This is an optimization exercise on Yosys and OpenROAD, whose aim is small area, a short achievable clock period and few clock cycles, not a production implementation.
In this exercise RTL edits were held to simulation tests only and were not proved equivalent to the original.
Power is estimated from default activity; no workload was simulated.

Design hdlc_rx_deframer, start of the top module:
module hdlc_rx_deframer (
   input  logic                                 clock,
   input  logic                                 reset,
   input  logic                                 in_valid,
   output logic                                 in_ready,
   input  logic [7:0]                           in_byte,
   output logic                                 rsp_valid,
   input  logic                                 rsp_ready,
   output logic                                 rsp_kind,
   output logic [7:0]                           rsp_data_byte,
   output logic [2:0]                           rsp_frame_status,
   output logic [12:0]                          rsp_frame_length,
   output logic [31:0]                          rsp_good_frames,
   output logic [31:0]                          rsp_error_frames,
   output logic                                 rsp_last_of_input,
   input  logic                                 csr_we,
   input  logic [hdlcrx_pkg::CSR_IDX_W-1:0]     csr_index,
   input  logic [hdlcrx_pkg::LEN_W-1:0]         csr_wdata
);
   logic        seven_ff;
   logic [12:0] limw_ff;    
   logic [12:0] lim;
   logic        r0_v, r1_v;
   logic        rdy_ff;      
   logic [7:0]  r0, r1;
   logic        acc;
   logic        hunt_ff, frame_ff;
   logic [2:0]  ones_ff;
   logic [2:0]  pos_ff;
   logic [6:0]  shift_ff;
   logic [12:0] fbytes_ff;
   logic        done_ff;
   logic        o_v, o_kind, o_last;
   logic [7:0]  o_data;      
   logic [2:0]  w_st;
   logic [15:0] fcs_ff;
   logic [31:0] good_ff, err_ff;
   logic        w_hunt, w_frame;
   logic [2:0]  w_ones, w_pos;
   logic [6:0]  w_shift;
   logic [7:0]  w_bval;
   logic [12:0] w_fb;
   logic        w_cmp, w_ovf, w_end_v, w_abort, w_cmp_at_end;
   logic        w_byte_v, w_any_end, w_short, w_chk;
   logic [2:0]  w_end_st;
   logic [12:0] fb_eff;
   logic        at_lim;
   logic        fcs_ok;
   logic        o_free, emit_byte, emit_end, end_good;
   logic [5:0]  want, en;
   logic        en_step, en_go, en_fb, en_fcs, en_good, en_err;
   logic [31:0] good_cy, err_cy;
   always_comb begin
  ...
clock: 23.0 ns
lec_check: 0
cap_margin: 20
core_margin: 2
core_utilization: 40
slew_margin: 20
synth_hierarchical: 1
standard.sh (not shown) runs the stock make flow with config.mk's settings and CLKGATE_MAP_FILE= SYNTH_SCRIPT=/design/flow/synth_recipe.tcl, a recipe that flattens the netlist after the stock synthesis.
==> flow/flow/run.sh <==
#!/bin/bash
# The standard layout, with timing repair aiming for extra setup slack (the design is
# signed off at the design's period as usual); the tools' output is kept in standard.log
bash standard.sh SETUP_SLACK_MARGIN=17 finish > standard.log 2>&1
The baseline finished clean.
Testbench counts at the start, summed over its fixed seeds: cycles 24,333.
Edit:
==> flow/flow/run.sh (replaced) <==
#!/bin/bash
# The standard layout with small port buffers (buf_2), timing repair aiming for extra
# setup slack and power recovery on the paths with slack (the design is signed off at
# the design's period as usual); the tools' output is kept in standard.log
bash standard.sh SETUP_SLACK_MARGIN=17 RECOVER_POWER=100 "BUFFER_PORTS_ARGS=-buffer_cell sky130_fd_sc_hd__buf_2" finish > standard.log 2>&1
After rerunning: The changed run ran to the end with violations: capacitance limit, slew limit. Power shrinks by a few percent. Via count grows slightly. Sequential power barely changes. Cell count came out lower slightly. Count of clock-buffer cells in the layout increases by 2. Setup slack gets worse by 1.5 ns. Die area does not change. Hold slack got worse by 0.0045 ns. Area after synthesis stays the same. First-iteration DRC count came out higher by roughly a tenth. Utilization is lower by 4.0 points.
Edit:
==> flow/flow/run.sh (replaced) <==
#!/bin/bash
# The standard layout with small port buffers (buf_2) and timing repair aiming for
# extra setup slack (the design is signed off at the design's period as usual); the
# tools' output is kept in standard.log
bash standard.sh SETUP_SLACK_MARGIN=17.3 "BUFFER_PORTS_ARGS=-buffer_cell sky130_fd_sc_hd__buf_2" finish > standard.log 2>&1
After rerunning: This time the run produced a clean layout; worst setup slack gains 1.8 ns; combinational power grows by a few percent; final area grows by a few percent; synthesized cell count is unchanged.
Edit:
==> flow/flow/run.sh (replaced) <==
#!/bin/bash
# The standard layout, with timing repair aiming for extra setup slack (the design is
# signed off at the design's period as usual); the tools' output is kept in standard.log
bash standard.sh SETUP_SLACK_MARGIN=17.6 finish > standard.log 2>&1
What happened:
- first-iteration DRC count increases by 23%
- worst hold slack gets worse by 0.0040 ns
- synthesized cell count stays the same
- critical path depth stays the same
- cell area rises by 14%
- core utilization increases by 6.5 points
- power grows by 3.0%
- fmax rose by 0.98%
- area after synthesis stays the same
- final cell count goes up by 5.3%
- count of clock-buffer cells in the layout went up by 1

* * *

hdlc_rx_deframer, a different RTL version from the one above (not shown whole).
For scale: ~1100 cells after synthesis, roughly 150 flip-flops, about 120 I/O pins, roughly 0.0097 mm² of cells after synthesis.
==> flow/design.v (excerpt) <==
module hdlc_rx_deframer (
   input  logic                                 clock,
   input  logic                                 reset,
   input  logic                                 in_valid,
   output logic                                 in_ready,
   input  logic [7:0]                           in_byte,
   output logic                                 rsp_valid,
   input  logic                                 rsp_ready,
   output logic                                 rsp_kind,
   output logic [7:0]                           rsp_data_byte,
   output logic [2:0]                           rsp_frame_status,
   output logic [12:0]                          rsp_frame_length,
   output logic [31:0]                          rsp_good_frames,
   output logic [31:0]                          rsp_error_frames,
   output logic                                 rsp_last_of_input,
   input  logic                                 csr_we,
   input  logic [hdlcrx_pkg::CSR_IDX_W-1:0]     csr_index,
   input  logic [hdlcrx_pkg::LEN_W-1:0]         csr_wdata
);
export LEC_CHECK = 0
export CAP_MARGIN = 20
export CORE_MARGIN = 2
export CORE_UTILIZATION = 40
export CTS_BUF_LIST = sky130_fd_sc_hd__clkbuf_8
export SLEW_MARGIN = 20
export SYNTH_HIERARCHICAL = 1
create_clock -name core_clock -period 23.0 [get_ports {clock}]
==> flow/flow/run.sh <==
#!/bin/bash
# The standard layout with small port buffers (buf_2) and timing repair aiming for
# extra setup slack (the design is signed off at the design's period as usual); the
# tools' output is kept in standard.log
bash standard.sh SETUP_SLACK_MARGIN=17.1 "BUFFER_PORTS_ARGS=-buffer_cell sky130_fd_sc_hd__buf_2" finish > standard.log 2>&1
Testbench counts at the start, summed over its fixed seeds: cycles 24,333.
Next try:
--- a/flow/flow/run.sh
+++ b/flow/flow/run.sh
@@ -5 +5 @@
-bash standard.sh SETUP_SLACK_MARGIN=17.1 "BUFFER_PORTS_ARGS=-buffer_cell sky130_fd_sc_hd__buf_2" finish > standard.log 2>&1
+bash standard.sh SETUP_SLACK_MARGIN=17.3 "BUFFER_PORTS_ARGS=-buffer_cell sky130_fd_sc_hd__buf_2" finish > standard.log 2>&1
Result:
- die area stays the same
- cell count came out higher slightly
- power rose slightly
- setup slack improves by 0.13 ns
- register-to-register slack improves by 0.27 ns
- clock-buffer cell count does not change

-- re-timing with driven ports --
The results above use ideal ports. As a check the final layouts listed here were re-extracted and re-timed, cells and wires unchanged. Step 1 sets driving cells, clkbuf_16 on the clock port and buf_2 on the other inputs (assumed; they add their load-dependent delay and slew). Step 2, shift: input delay + t, output delay - t, t = (earliest + latest rising clock arrival at the registers) / 2. This alone moves slack from input paths to output paths. Slacks: ideal / step 1 / step 2; pairs: ideal / step 1.
run | shift t [ns] | setup slack, ns | slew at the worst register clock pin (ns) | cell pins on the clock port's net
the first run of note 1 | 0.467 | 17.036 / 16.989 / 16.687 | 0.08 / 0.08 | 1
the second run of note 1 | 0.462 | 15.515 / 15.541 / 15.079 | 0.07 / 0.07 | 1
the third run of note 1 | 0.469 | 17.326 / 17.279 / 17.027 | 0.07 / 0.07 | 1
the fourth run of note 1 | 0.473 | 17.381 / 17.333 / 17.260 | 0.08 / 0.08 | 1
the first run of note 2 | 0.496 | 17.214 / 17.171 / 16.693 | 0.11 / 0.11 | 1
the second run of note 2 | 0.488 | 17.348 / 17.306 / 17.048 | 0.11 / 0.11 | 1
The setup slack of the first run of note 2, which loses most, moves by -0.043 ns with the drivers and by -0.521 ns with both steps.
